This design comes from an exercise in tuning for small area, a short achievable clock period and few clock cycles per item on the open sky130 flow, not from production work.
No functional check of the RTL was part of this run.
Power and IR drop assume default switching activity.

--- flow/config.mk ---
export PLATFORM = sky130hd
export DESIGN_NAME = integer_to_radix_digits
export DESIGN_NICKNAME = integer_to_radix_digits
export VERILOG_FILES = /design/flow/design.v
export SDC_FILE = /design/flow/constraint.sdc
export NUM_CORES = 4
export LEC_CHECK = 0
export CAP_MARGIN = 20
export CORE_MARGIN = 2
export CORE_UTILIZATION = 40
export SETUP_SLACK_MARGIN = 3.5
export SLEW_MARGIN = 20
--- flow/constraint.sdc ---
create_clock -name core_clock -period 7.0 [get_ports {clk}]
set_input_delay 1.4000 -clock core_clock [delete_from_list [all_inputs] [get_ports {clk}]]
set_output_delay 1.4000 -clock core_clock [all_outputs]
set_load 0.01 [all_outputs]
--- flow/design.v ---
`timescale 1ns / 1ps
package itrd_pkg;
	localparam int DATA_W   = 32;
	localparam int RADIX_W  = 5;
	localparam int CHAR_W   = 7;
	localparam int CFG_W    = 64;
	localparam int CFG_IDX_W = 2;
	localparam logic [CFG_IDX_W-1:0] REG_LENGTH = 2'd0;
	localparam logic [CFG_IDX_W-1:0] REG_LOW    = 2'd1;
	localparam logic [CFG_IDX_W-1:0] REG_HIGH   = 2'd2;
	localparam logic [7:0] CHAR_PLUS  = 8'h2b;
	localparam logic [7:0] CHAR_MINUS = 8'h2d;
	localparam logic [7:0] CHAR_FIRST = 8'd32;
endpackage
`timescale 1ns / 1ps
import itrd_pkg::*;
module itrd_div
#(
	parameter int K = 2
) (
	input  logic [3:0]   rem_i,    
	input  logic [K-1:0] d_i,      
	input  logic         nd16,
	input  logic [3:0]   nd4,
	input  logic [3:0]   m,
	output logic [K-1:0] q_o,      
	output logic [3:0]   rem_o     
);
	function automatic logic ge4f(input logic [3:0] a, input logic [3:0] b);
		logic [3:0] g;
		logic [3:0] e;
		g = a & ~b;
		e = ~(a ^ b);
		ge4f = g[3] | (e[3] & g[2]) | (e[3] & e[2] & g[1]) | (e[3] & e[2] & e[1] & (a[0] | ~b[0]));
	endfunction
	always_comb begin
		logic [3:0] r;
		logic [3:0] t;
		logic [3:0] s;
		logic       q;
		logic       c1;
		logic       c2;
		logic       c3;
		r = rem_i;
		for (int b = K - 1; b >= 0; b--) begin
			t  = {r[2:0], d_i[b]};
			q  = r[3] | (~nd16 & ge4f(t, nd4));
			c1 = t[0] & m[0];
			c2 = (t[1] & m[1]) | (t[1] & t[0] & m[0]) | (m[1] & t[0] & m[0]);
			c3 = (t[2] & m[2]) | (t[2] & t[1] & m[1]) | (t[2] & t[1] & t[0] & m[0]) | (t[2] & m[1] & t[0] & m[0])
			   | (m[2] & t[1] & m[1]) | (m[2] & t[1] & t[0] & m[0]) | (m[2] & m[1] & t[0] & m[0]);
			s[0] = t[0] ^ m[0];
			s[1] = t[1] ^ m[1] ^ c1;
			s[2] = t[2] ^ m[2] ^ c2;
			s[3] = t[3] ^ m[3] ^ c3;
			q_o[b] = q;
			r = q ? s : t;
		end
		rem_o = r;
	end
endmodule
`timescale 1ns / 1ps
import itrd_pkg::*;
module integer_to_radix_digits
#(
	parameter int MAX_ALPHABET = 16
) (
	input  logic                   clk,
	input  logic                   arst_n,
	input  logic                   cfg_we,
	input  logic [CFG_IDX_W-1:0]   cfg_index,
	input  logic [CFG_W-1:0]       cfg_data,
	input  logic                   in_valid,
	output logic                   in_ready,
	input  logic signed [DATA_W-1:0] value,
	output logic                   out_valid,
	input  logic                   out_ready,
	output logic [CHAR_W-1:0]      out_char,
	output logic                   last_char
);
	localparam int K  = 2;                  
	localparam int NV = 2;                  
	localparam int VW = 1;
	localparam int NS = (DATA_W + K - 1) / K;
	localparam int W  = NS * K;
	localparam int S  = 16;                 
	localparam int SW = 4;
	logic [RADIX_W-1:0] alen_q;
	logic               wlo_q;
	logic               whi_q;
	logic [CHAR_W-1:0]  ach_q [16];
	logic [15:0]        badf_q;
	function automatic logic bad_char(input logic [7:0] c);
		bad_char = c[7] || c[6:5] == 2'b00 || c == CHAR_PLUS || c == CHAR_MINUS;
	endfunction
	logic cfg_reg;
	assign cfg_reg = cfg_we && cfg_index != 2'd3;
	always_ff @(posedge clk or negedge arst_n) begin
		if (!arst_n) begin
			alen_q <= '0;
			wlo_q  <= 1'b0;
			whi_q  <= 1'b0;
		end else if (cfg_we) begin
			if (cfg_index == REG_LENGTH)
				alen_q <= cfg_data[RADIX_W-1:0];
			if (cfg_index == REG_LOW)
				wlo_q <= 1'b1;
			if (cfg_index == REG_HIGH)
				whi_q <= 1'b1;
		end
	end
	always_ff @(posedge clk) begin
		if (cfg_we && (cfg_index == REG_LOW || cfg_index == REG_HIGH)) begin
			for (int k = 0; k < 8; k++) begin
				if (cfg_index == REG_LOW) begin
					ach_q[k]  <= cfg_data[8*k +: CHAR_W];
					badf_q[k] <= bad_char(cfg_data[8*k +: 8]);
				end else begin
					ach_q[8+k]  <= cfg_data[8*k +: CHAR_W];
					badf_q[8+k] <= bad_char(cfg_data[8*k +: 8]);
				end
			end
		end
	end
	logic [4:0] nd;          
	logic       r2_q;
	logic       r3_q;
	logic       r4_q;
	logic       nd16_q;      
	logic [3:0] nd4_q;       
	logic [3:0] ndm1_q;      
	logic [3:0] h0_q;        
	logic [3:0] h1_q;        
	logic [3:0] m_q;         
	logic       nd16b_q;
	logic [3:0] nd4b_q;
	logic [3:0] mb_q;
	assign nd = (alen_q == 5'd2 || alen_q == 5'd4) ? 5'd16 : (alen_q == 5'd3) ? 5'd9 : alen_q;
	always_ff @(posedge clk) begin
		r2_q   <= alen_q == 5'd2;
		r3_q   <= alen_q == 5'd3;
		r4_q   <= alen_q == 5'd4;
		nd16_q <= nd == 5'd16;
		nd4_q  <= nd[3:0];
		ndm1_q <= 4'(nd - 5'd1);
		h0_q   <= 4'((nd + 5'd1) >> 1);
		h1_q   <= 4'(nd >> 1);
		m_q    <= 4'(5'd16 - nd);
		nd16b_q <= nd16_q;
		nd4b_q  <= nd4_q;
		mb_q    <= m_q;
	end
	logic [3:0]        asel;
	logic [CHAR_W-1:0] achar;
	assign achar = ach_q[asel];
	logic       chk_busy_q;
	logic       ok_q;
	logic       dup_q;
	logic       scan_q;       
	logic [3:0] ci_q;
	logic       lenok;
	logic       badany;
	logic       dupnow;
	logic       chk_last;
	assign lenok = alen_q >= 5'd2 && alen_q <= 5'(MAX_ALPHABET);
	always_comb begin
		badany = 1'b0;
		for (int i = 0; i < 16; i++)
			if (5'(i) < alen_q && (badf_q[i] || (i < 8 ? !wlo_q : !whi_q)))
				badany = 1'b1;
		dupnow = 1'b0;
		for (int j = 1; j < 16; j++)
			if (4'(j) > ci_q && 5'(j) < alen_q && ach_q[j] == achar)
				dupnow = 1'b1;
	end
	assign chk_last = !lenok || ({1'b0, ci_q} + 5'd2 >= alen_q);
	logic pre_ok;
	logic pre_ok_q;    
	logic flush;
	assign pre_ok = lenok && !badany;
	assign flush  = cfg_reg || (chk_busy_q && !scan_q && (!pre_ok_q || dup_q));
	always_ff @(posedge clk or negedge arst_n) begin
		if (!arst_n) begin
			pre_ok_q <= 1'b0;
		end else begin
			pre_ok_q <= pre_ok;
		end
	end
	always_ff @(posedge clk or negedge arst_n) begin
		if (!arst_n) begin
			chk_busy_q <= 1'b0;
			scan_q     <= 1'b0;
			ok_q       <= 1'b0;
			dup_q      <= 1'b0;
			ci_q       <= '0;
		end else if (cfg_reg) begin
			chk_busy_q <= 1'b1;
			scan_q     <= 1'b1;
			ok_q       <= 1'b0;
			dup_q      <= 1'b0;
			ci_q       <= '0;
		end else if (scan_q) begin
			dup_q <= dup_q || dupnow;
			ci_q  <= ci_q + 4'd1;
			if (chk_last)
				scan_q <= 1'b0;
		end else if (chk_busy_q) begin
			chk_busy_q <= 1'b0;
			ok_q       <= pre_ok_q && !dup_q;
		end
	end
	logic [NV-1:0]      vfull_q;
	logic [VW-1:0]      vfp_q;        
	logic [VW-1:0]      vep_q;        
	logic [NV-1:0]      vent_q;       
	logic               vepv_q;       
	logic [DATA_W-1:0]  vcap_q [NV];  
	logic [NV-1:0]      vneg_q;       
	logic [W-1:0]       uext   [NV];
	logic [W-1:0]       uent;
	logic [NS-1:0]      unz;
	logic [NS-1:0]      utop;         
	for (genvar v = 0; v < NV; v++) begin : g_vx
		assign uext[v] = W'(vcap_q[v]);
	end
	assign uent   = uext[vep_q];
	assign vepv_q = vfull_q[vep_q] && !vent_q[vep_q];
	always_comb begin
		logic seen;
		for (int c = 0; c < NS; c++)
			unz[c] = |uent[c*K +: K];
		seen = 1'b0;
		for (int c = NS - 1; c >= 1; c--) begin
			utop[c] = unz[c] && !seen;
			seen    = seen || unz[c];
		end
		utop[0] = !seen;
	end
	logic [NS-1:0] sv_q;             
	logic [NS-1:0] sf_q;             
	logic [VW-1:0] svi_q  [NS];      
	logic [NS-1:0] snz_q;            
	logic [3:0]    srem_q [NS];
	logic [3:0]    srem   [NS];      
	logic [NS-1:0] snz;
	logic [K-1:0]  x_q    [NS];      
	logic [K-1:0]  dch  [NS];
	logic [K-1:0]  qch  [NS];
	logic [3:0]    rout [NS];
	logic [NS-1:0] qnz;
	logic [NS-1:0] trig;             
	logic [NS-1:0] mv;               
	logic [NS-1:0] entc;
	logic [NS-1:0] enty;
	logic [NS-1:0] infa;             
	logic [NS-1:0] free_ge;
	logic          ev_q;
	logic          ef_q;
	logic          eneg_q;
	logic          edone_q;
	logic [3:0]    er_q;
	logic          carry_q;
	logic          curneg_q;
	logic          gstall;
	logic          cin0;
	logic          cont0;
	logic          cin_m1;
	logic [4:0]    sum_m1;
	logic          cout_m1;
	logic [3:0]    dig_m1;
	logic          vneg_m1;
	function automatic logic ge4(input logic [3:0] a, input logic [3:0] b);
		logic [3:0] g;
		logic [3:0] e;
		g = a & ~b;
		e = ~(a ^ b);
		ge4 = g[3] | (e[3] & g[2]) | (e[3] & e[2] & g[1]) | (e[3] & e[2] & e[1] & (a[0] | ~b[0]));
	endfunction
	logic [NS-1:0] qlow;             
	logic [NS-1:0] remhi;            
	for (genvar c = 0; c < NS; c++) begin : g_se
		if (c == NS - 1) begin : g_top
			assign srem[c] = '0;
			assign snz[c]  = 1'b0;
		end else begin : g_mid
			assign srem[c] = srem_q[c];
			assign snz[c]  = snz_q[c];
		end
	end
	for (genvar c = 0; c < NS; c++) begin : g_st
		assign dch[c] = x_q[c];
		itrd_div #(.K(K)) u_div (
			.rem_i (srem[c]),
			.d_i   (dch[c]),
			.nd16  (c < NS / 2 ? nd16_q : nd16b_q),
			.nd4   (c < NS / 2 ? nd4_q  : nd4b_q),
			.m     (c < NS / 2 ? m_q    : mb_q),
			.q_o   (qch[c]),
			.rem_o (rout[c])
		);
		assign remhi[c] = srem[c][3] || srem[c][2];
		assign qlow[c]  = c < NS / 2 ? (!nd16_q && ge4({srem[c][1:0], dch[c]}, nd4_q))
		                             : (!nd16b_q && ge4({srem[c][1:0], dch[c]}, nd4b_q));
		assign qnz[c]   = remhi[c] || qlow[c];
	end
	assign cin_m1  = ef_q ? eneg_q : carry_q;
	assign cout_m1 = ev_q && cin_m1 && er_q == ndm1_q;
	always_comb begin
		sum_m1 = '0;
		if (!cout_m1) begin
			sum_m1[0] = er_q[0] ^ cin_m1;
			sum_m1[1] = er_q[1] ^ (er_q[0] & cin_m1);
			sum_m1[2] = er_q[2] ^ (er_q[1] & er_q[0] & cin_m1);
			sum_m1[3] = er_q[3] ^ (er_q[2] & er_q[1] & er_q[0] & cin_m1);
		end
	end
	assign dig_m1  = sum_m1[3:0];
	assign vneg_m1 = ef_q ? eneg_q : curneg_q;
	logic          sgn_q;          
	logic          esign;          
	logic          pneg;           
	assign pneg = vneg_m1 && !sgn_q;
	logic vneg0;
	assign vneg0   = vneg_q[svi_q[0]];
	assign cin0    = sf_q[0] ? vneg0 : cout_m1;
	assign cont0   = qnz[0] || (cin0 && !remhi[0] && {srem[0][1:0], dch[0]} == ndm1_q);
	always_comb begin
		logic any;
		for (int c = 1; c < NS; c++)
			trig[c] = sv_q[c] && !snz[c] && qnz[c];
		trig[0] = sv_q[0] && !snz[0] && cont0;
		begin
			logic [NS-1:0] bg;
			logic [NS-1:0] bp;
			logic [NS-1:0] ng;
			logic [NS-1:0] np;
			bg = sv_q & trig;
			bp = sv_q & ~trig;
			for (int d = 1; d < NS; d = d * 2) begin
				for (int c = 0; c < NS; c++) begin
					if (c >= d) begin
						ng[c] = bg[c] | (bp[c] & bg[c-d]);
						np[c] = bp[c] & bp[c-d];
					end else begin
						ng[c] = bg[c];
						np[c] = bp[c];
					end
				end
				bg = ng;
				bp = np;
			end
			mv[0] = !gstall;
			for (int c = 1; c < NS; c++)
				mv[c] = !gstall && !bg[c-1];
		end
		any = 1'b0;
		for (int c = NS - 1; c >= 0; c--) begin
			any        = any || sv_q[c];
			free_ge[c] = !any;
		end
		for (int c = 0; c < NS; c++) begin
			entc[c] = trig[c] && mv[c];
			enty[c] = vepv_q && utop[c] && free_ge[c] && !gstall;
			infa[c] = (c < NS - 1) ? (sv_q[(c+1) % NS] && mv[(c+1) % NS]) : 1'b0;
		end
	end
	always_ff @(posedge clk or negedge arst_n) begin
		if (!arst_n) begin
			sv_q <= '0;
		end else if (flush) begin
			sv_q <= '0;
		end else begin
			for (int c = 0; c < NS; c++)
				sv_q[c] <= entc[c] || enty[c] || infa[c] || (sv_q[c] && !mv[c]);
		end
	end
	always_ff @(posedge clk) begin
		for (int c = 0; c < NS; c++) begin
			if (enty[c])
				x_q[c] <= uent[c*K +: K];
			else if (infa[c] && sf_q[(c+1) % NS])
				x_q[c] <= uext[svi_q[(c+1) % NS]][c*K +: K];
			else if (mv[c])
				x_q[c] <= qch[c];
			if (entc[c] || enty[c]) begin
				sf_q[c]   <= enty[c];
				svi_q[c]  <= vep_q;
				snz_q[c]  <= 1'b0;
				srem_q[c] <= '0;
			end else if (infa[c]) begin
				sf_q[c]   <= sf_q[(c+1) % NS];
				svi_q[c]  <= svi_q[(c+1) % NS];
				snz_q[c]  <= snz[(c+1) % NS] || qnz[(c+1) % NS];
				srem_q[c] <= rout[(c+1) % NS];
			end
		end
	end
	logic [3:0]    buf_q [S];
	logic [SW-1:0] wp_q;
	logic [1:0]    qn_q;
	logic [SW-1:0] qtop_q [2];
	logic          qneg_q [2];
	logic [1:0]    qst_q  [2];
	logic          m1_go;           
	logic          push;
	logic [1:0]    st_m1;
	always_comb begin
		st_m1 = 2'd0;
		if (r2_q)
			st_m1 = dig_m1[3] ? 2'd3 : dig_m1[2] ? 2'd2 : dig_m1[1] ? 2'd1 : 2'd0;
		else if (r4_q)
			st_m1 = (dig_m1[3] || dig_m1[2]) ? 2'd1 : 2'd0;
		else if (r3_q)
			st_m1 = (dig_m1 >= 4'd3) ? 2'd1 : 2'd0;
	end
	logic [SW-1:0] ob;
	assign ob     = busy_q ? base_q : nb_q;
	assign gstall = ev_q && (SW'(wp_q + SW'(1)) == ob || (edone_q && qn_q == 2'd2));
	assign m1_go  = ev_q && !gstall;
	assign push   = m1_go && edone_q;
	always_ff @(posedge clk or negedge arst_n) begin
		if (!arst_n) begin
			ev_q <= 1'b0;
		end else if (flush) begin
			ev_q <= 1'b0;
		end else if (!gstall) begin
			ev_q <= sv_q[0];
		end
	end
	always_ff @(posedge clk) begin
		if (!gstall) begin
			ef_q    <= sf_q[0];
			eneg_q  <= vneg0;
			er_q    <= rout[0];
			edone_q <= !snz_q[0] && !cont0;
		end
		if (m1_go) begin
			carry_q  <= cout_m1;
			curneg_q <= vneg_m1;
			buf_q[wp_q] <= dig_m1;
		end
	end
	always_ff @(posedge clk or negedge arst_n) begin
		if (!arst_n)
			sgn_q <= 1'b0;
		else if (flush || push)
			sgn_q <= 1'b0;
		else if (esign)
			sgn_q <= 1'b1;
	end
	logic vrel;      
	logic accept;
	logic vtake;     
	assign vrel     = sv_q[0] && sf_q[0] && mv[0];
	assign vtake    = chk_busy_q || ok_q;
	assign in_ready = !vtake || !vfull_q[vfp_q];
	assign accept   = in_valid && in_ready;
	always_ff @(posedge clk or negedge arst_n) begin
		if (!arst_n) begin
			vfull_q <= '0;
			vent_q  <= '0;
			vfp_q   <= '0;
			vep_q   <= '0;
		end else if (flush) begin
			vfull_q <= '0;
			vent_q  <= '0;
			vfp_q   <= '0;
			vep_q   <= '0;
		end else begin
			if (vrel)
				vfull_q[svi_q[0]] <= 1'b0;
			if (|enty) begin
				vent_q[vep_q] <= 1'b1;
				vep_q         <= VW'(vep_q + VW'(1));
			end
			if (accept && vtake) begin
				vfull_q[vfp_q] <= 1'b1;
				vent_q[vfp_q]  <= 1'b0;
				vfp_q          <= VW'(vfp_q + VW'(1));
			end
		end
	end
	always_ff @(posedge clk) begin
		if (accept)
			vcap_q[vfp_q] <= value ^ {DATA_W{value[DATA_W-1]}};
		if (accept)
			vneg_q[vfp_q] <= value[DATA_W-1];
	end
	logic          busy_q;
	logic [SW-1:0] rp_q;
	logic [SW-1:0] base_q;
	logic [SW-1:0] nb_q;
	logic [1:0]    sub_q;
	logic          spend_q;
	logic          out_valid_q;
	logic [CHAR_W-1:0] out_char_q;
	logic          last_q;
	logic          out_free;
	logic          d_free;
	logic          e_go;
	logic [3:0]    ent;
	logic [3:0]    edig;
	logic          at_base;
	logic          seg_end;
	logic [1:0]    spe;
	logic          load_q0;        
	logic          load_push;      
	logic          pop;
	assign out_free = !out_valid_q || out_ready;
	assign d_free   = out_free;
	assign e_go     = busy_q && d_free && ok_q;
	assign esign    = !busy_q && qn_q == 2'd0 && ev_q && pneg && d_free && ok_q;
	assign ent      = buf_q[rp_q];
	assign at_base  = rp_q == base_q;
	assign spe      = r2_q ? 2'd3 : (r4_q || r3_q) ? 2'd1 : 2'd0;
	assign seg_end  = e_go && !spend_q && sub_q == 2'd0 && at_base;
	always_comb begin
		if (r2_q)
			edig = {3'd0, ent[sub_q]};
		else if (r4_q)
			edig = {2'd0, ent[{sub_q[0], 1'b0} +: 2]};
		else if (r3_q) begin
			logic [1:0] hi;
			logic [1:0] lo;
			case (ent)
				4'd0:    begin hi = 2'd0; lo = 2'd0; end
				4'd1:    begin hi = 2'd0; lo = 2'd1; end
				4'd2:    begin hi = 2'd0; lo = 2'd2; end
				4'd3:    begin hi = 2'd1; lo = 2'd0; end
				4'd4:    begin hi = 2'd1; lo = 2'd1; end
				4'd5:    begin hi = 2'd1; lo = 2'd2; end
				4'd6:    begin hi = 2'd2; lo = 2'd0; end
				4'd7:    begin hi = 2'd2; lo = 2'd1; end
				default: begin hi = 2'd2; lo = 2'd2; end
			endcase
			edig = {2'd0, sub_q[0] ? hi : lo};
		end
		else
			edig = ent;
	end
	assign load_q0   = (!busy_q || seg_end) && qn_q != 2'd0;
	assign load_push = (!busy_q || seg_end) && qn_q == 2'd0 && push;
	assign pop       = load_q0;
	logic [SW-1:0] ld_top;
	logic          ld_neg;
	logic [1:0]    ld_st;
	assign ld_top = load_q0 ? qtop_q[0] : wp_q;
	assign ld_neg = load_q0 ? qneg_q[0] : (pneg && !esign);
	assign ld_st  = load_q0 ? qst_q[0]  : st_m1;
	always_ff @(posedge clk or negedge arst_n) begin
		if (!arst_n) begin
			wp_q    <= '0;
			qn_q    <= '0;
			busy_q  <= 1'b0;
			nb_q    <= '0;
			out_valid_q <= 1'b0;
		end else if (flush) begin
			wp_q    <= '0;
			qn_q    <= '0;
			busy_q  <= 1'b0;
			nb_q    <= '0;
			if (out_free)
				out_valid_q <= 1'b0;
		end else begin
			if (m1_go)
				wp_q <= SW'(wp_q + SW'(1));
			begin
				logic push_q;
				push_q = push && !load_push;
				case ({push_q, pop})
					2'b10: qn_q <= qn_q + 2'd1;
					2'b01: qn_q <= qn_q - 2'd1;
					default: ;
				endcase
			end
			if (load_q0 || load_push) begin
				busy_q <= 1'b1;
				nb_q   <= SW'(ld_top + SW'(1));
			end else if (seg_end) begin
				busy_q <= 1'b0;
			end
			if (out_free)
				out_valid_q <= e_go || esign;
		end
	end
	always_ff @(posedge clk) begin
		begin
			logic push_q;
			push_q = push && !load_push;
			if (pop) begin
				qtop_q[0] <= qtop_q[1];
				qneg_q[0] <= qneg_q[1];
				qst_q[0]  <= qst_q[1];
			end
			if (push_q) begin
				if (qn_q == 2'd0 || (qn_q == 2'd1 && pop)) begin
					qtop_q[0] <= wp_q;
					qneg_q[0] <= pneg && !esign;
					qst_q[0]  <= st_m1;
				end else begin
					qtop_q[1] <= wp_q;
					qneg_q[1] <= pneg && !esign;
					qst_q[1]  <= st_m1;
				end
			end
		end
		if (load_q0 || load_push) begin
			rp_q     <= ld_top;
			sub_q    <= ld_st;
			spend_q  <= ld_neg;
			base_q   <= nb_q;
		end else if (e_go) begin
			if (spend_q) begin
				spend_q <= 1'b0;
			end else if (sub_q != 2'd0) begin
				sub_q <= sub_q - 2'd1;
			end else if (!at_base) begin
				rp_q  <= SW'(rp_q - SW'(1));
				sub_q <= spe;
			end
		end
		if (esign) begin
			out_char_q <= CHAR_MINUS[CHAR_W-1:0];
			last_q     <= 1'b0;
		end
		if (e_go) begin
			out_char_q <= spend_q ? CHAR_MINUS[CHAR_W-1:0] : achar;
			last_q     <= !spend_q && sub_q == 2'd0 && at_base;
		end
	end
	assign asel = scan_q ? ci_q : edig;
	assign out_valid = out_valid_q;
	assign out_char  = out_char_q;
	assign last_char = last_q;
endmodule
--- flow/run.sh ---
#!/bin/bash
# synth_recipe.tcl (not shown) runs the flow's synth.tcl, then flattens the netlist and writes it again
# the make line also repeats each setting of config.mk as NAME=value (left out here)
make -C /OpenROAD-flow-scripts/flow DESIGN_CONFIG=/design/flow/config.mk WORK_HOME=/design/flow/orfs CLKGATE_MAP_FILE= SYNTH_SCRIPT=/design/flow/synth_recipe.tcl finish
==> results.toml <==
[setup_path]
cp.arrival_ps = 5160
cp.required_ps = 7500
crit_fanout = 5
cp-end-kind = "flop"
worstSetupPathType = "flop to flop"
cp-start-kind = "flop"

[timing]
fin_tns_setup_ps = 0
fin_crit_sh = 0.665
finalWorstSetupSlack_ps = 2350
slew_headroom = 0.228
hold_violations = 0
clock_skew_ps = 20.9
setup_viol = 0
maxSlewViolCount = 0
period_minus_slack_ps = 4650
tightest_slew_ps = 1160
max_freq_ghz = 0.215
rsz0062_at_grt = "yes"

[placed_design]
place_hpwl_um = 72000
routabilityCongestion = 1.01
placed_area_um2 = 36600
io_buffer_count = 112
pre_cts_ws_ps = 1350

[power]
power_density_nw_per_um2 = 366
p_comb_frac = 0.539
pwr-share-clk = 0.192
intPower_mw = 9.76
p_leak_nw = 17.9
seq_power_share = 0.269
power_mw = 16.4
max-vdd-ir-drop_v = 0.000300
power_switching_mw = 6.63
swShare = 0.405

[global_routing]
grt_overflow = 0
antenna_found_initial = 3
grt_pass1_vias = 26800
track_usage = 0.238
grt_max_degree = 66
grt_pass1_wl_um = 161000

[layout]
final_common_cell = "edfxtp_1"
regArea_um2 = 14200
final_nets = 4189
fill_cells = 7297
multi_input_area_um2 = 22100
layout_common_cells = "edfxtp_1, ha_1, nor2_1"
syn_to_final_growth_pct = 32.6
drive_gt1_frac = 0.291
final_cell_area_um2 = 44800

[hold_path]
min_path_type = "flop to flop"
min_from = "nd4_q[3]"

[floorplan]
coreArea_um2 = 83700
ioPinCount = 113
fp-row-count = 106
initial_core_util = 0.404
fp.dieW_um = 295
die_h_um = 295
design.die.area_um2 = 86800

[logic_synthesis]
synth_warnings = 24
ys_seq_elements = 516
syn-cell-area_um2 = 33800
synth_edf_count = 355
syn_nets = 3753
ys_seq_area_frac = 0.419
synth_cell_types = 111
postSynth.asyncResetShare = 0.101
synthFlopType = "edfxtp_1"
syn_area_per_cell_um2 = 10.1
synth_cells = 3356

[clock_tree]
clk_path_buf_depth = 3
cts_buffers = 57
htree_levels = 2
clock-sinks = 516
clk_pin_slew_ps = 70
cts_root_buf = "clkbuf_16"
clock_latency_ps = 630
cts_tree = "done"

[detailed_routing]
drtIter0Drc = 2074
first_pass_iters = 7
avgViaCountPerCell = 5.60
routed_wl_um = 108000
ant_nets = 0
drc = 0
vias = 27900
detail_route.wl_per_cell_um = 21.7

[job]
cap_violations = 0

[run_status]
status = "complete, no violations"
[cell type report]
cell class	instances	area share
sequential	516	0.317
inverter	119	0.0104
timing repair buffer	479	0.105
timing repair inverter	1	0.000168
multi-input combinational	2618	0.493
clock inverter	27	0.00749
clock buffer	80	0.0358
tap	1134	0.0317
antenna	1	0.0000559
[logic make-up after synthesis]
| family | Yosys count | share of synthesized area |
|---|---|---|
| AND/OR/NAND/NOR | 1093 | 0.157 |
| AO/OA/AOI/OAI | 723 | 0.138 |
| flip-flops | 516 | 0.419 |
| adder cells (fa/ha/maj) | 305 | 0.112 |
| XOR/XNOR | 259 | 0.0678 |
| multiplexers | 231 | 0.0763 |
| buffers and inverters | 229 | 0.0297 |
[power groups by stage]
stage	clock, mW	sequential (mW)	combinational [mW]
after floorplan	0	4.18	5.21
after global placement	0	4.45	6.41
after detailed placement	0	4.44	6.51
after CTS	3.19	4.38	7.94
after global routing	3.32	4.47	9.67
final	3.15	4.41	8.83
[per-stage QoR]
stage          hold slack [ps]  utilization  instances
2_1_floorplan              329            -       3356
3_3_place_gp               373        0.437       4525
3_5_place_dp               357        0.437       4525
4_1_cts                    371        0.509       4876
5_1_grt                    379        0.535       4974
6_report                   372        0.535       4975
[synth_stat cells (10+ instances only)]
| master | count | share of area |
|---|---|---|
| o211ai_1 | 54 | 0.012 |
| mux2i_1 | 134 | 0.040 |
| a21o_1 | 19 | 0.0042 |
| xor2_1 | 117 | 0.030 |
| dfrtp_1 | 52 | 0.039 |
| and2_1 | 35 | 0.0065 |
| buf_6 | 11 | 0.0037 |
| nor2_1 | 312 | 0.035 |
| clkbuf_1 | 71 | 0.0079 |
| xnor2_1 | 140 | 0.036 |
| nand2_1 | 287 | 0.032 |
| nand4_1 | 25 | 0.0046 |
| and3_1 | 23 | 0.0043 |
| a22oi_1 | 11 | 0.0024 |
| or3_1 | 14 | 0.0026 |
| dfxtp_1 | 109 | 0.065 |
| nor2b_1 | 71 | 0.013 |
| o21ai_0 | 158 | 0.023 |
| nand3_1 | 78 | 0.012 |
| inv_1 | 117 | 0.013 |
| a21oi_1 | 230 | 0.034 |
| buf_1 | 10 | 0.0011 |
| nor3_1 | 65 | 0.0096 |
| buf_2 | 11 | 0.0016 |
| a21boi_0 | 10 | 0.0022 |
| a211oi_1 | 42 | 0.0093 |
| or2_2 | 26 | 0.0048 |
| o21bai_1 | 12 | 0.0027 |
| o21a_1 | 19 | 0.0042 |
| o31a_1 | 11 | 0.0029 |
| o21ai_1 | 21 | 0.0031 |
| edfxtp_1 | 355 | 0.32 |
| maj3_1 | 11 | 0.0033 |
| nand2b_1 | 81 | 0.015 |
| nand3b_1 | 12 | 0.0027 |
| ha_1 | 294 | 0.11 |
| mux2_2 | 85 | 0.028 |
| a31oi_1 | 16 | 0.0030 |
| nor4_1 | 11 | 0.0020 |
[metal layers]
metal  share of wire  up-vias  GRT usage
li1                -    13200          -
met1            0.44    13600      0.326
met2            0.47      914      0.391
met3           0.059      215     0.0347
met4           0.029        0     0.0676
met5               0        -          0
[critical path, cell delays in order, from the launching register on]
cell	delay [ps]
dfxtp_4	390
mux4_2	510
mux4_2	580
ha_4	220
nand4_1	130
o2111ai_4	160
buf_4	180
a221o_1	360
buf_4	160
a221oi_4	300
a211oi_4	90
a211oi_2	370
o32ai_2	150
o221a_1	180
a41oi_2	170
o211ai_1	140
a2111oi_2	340
a21oi_1	110
[sequential cells by signal, indices dropped and copies added, names as in the netlist, 16 cells and up, named ones only]
name    flops
sf_q       16
vcap_q     62
ach_q     112
badf_q     16
sv_q       16
x_q        32
buf_q      64
svi_q      16
srem_q     60
[worst paths after layout]
check                      depth (start not counted)         to  slack (ps)
max                                               17      dup_q        2350
min                                                0  nd4b_q[3]         370
max reg2reg                                       17      dup_q        2350
min reg2reg                                        0  nd4b_q[3]         370
max in group asynchronous                          2      vep_q        5330
min in group asynchronous                          2    sv_q[9]         980
[what timing repair did]
| action | CTS | global route |
|---|---|---|
| gates resized for setup | 494 | 326 |
| endpoints found under the setup margin | 297 | 246 |
| hold buffers | 0 | 0 |
| pin swaps | 215 | 204 |
| cloned | 9 | 3 |
| buffers inserted | 235 | 95 |

==> what the ideal ports hide <==
No port has a modelled driver above. Below, the same layout with a new extraction and two added sets of constraints.
Step 1 (the two cells are an assumption about what drives the block):
set clk [get_ports {clk}]
set_driving_cell -lib_cell sky130_fd_sc_hd__clkbuf_16 $clk
set_driving_cell -lib_cell sky130_fd_sc_hd__buf_2 [delete_from_list [all_inputs] $clk]
Step 2 moves the port delays by t, midway between the first and last clock arrival at a register: inputs arrive t later, outputs are due t later. That takes back most of the time a late clock gives input paths.
Three values: no drivers, after step 1, after step 2; two values: the first two.
shift t [ns]: 0.681
setup WS [ns]: 2.348 / 2.348 / 2.348
worst setup path after step 2: register to register
latest minus earliest clock arrival (ns): 0.021 / 0.021
cell pins on the clock port's net: 1
After both steps setup and hold are still met in this run. The setup slack of this run moves by 0.000 ns with the drivers and by 0.000 ns with both steps.
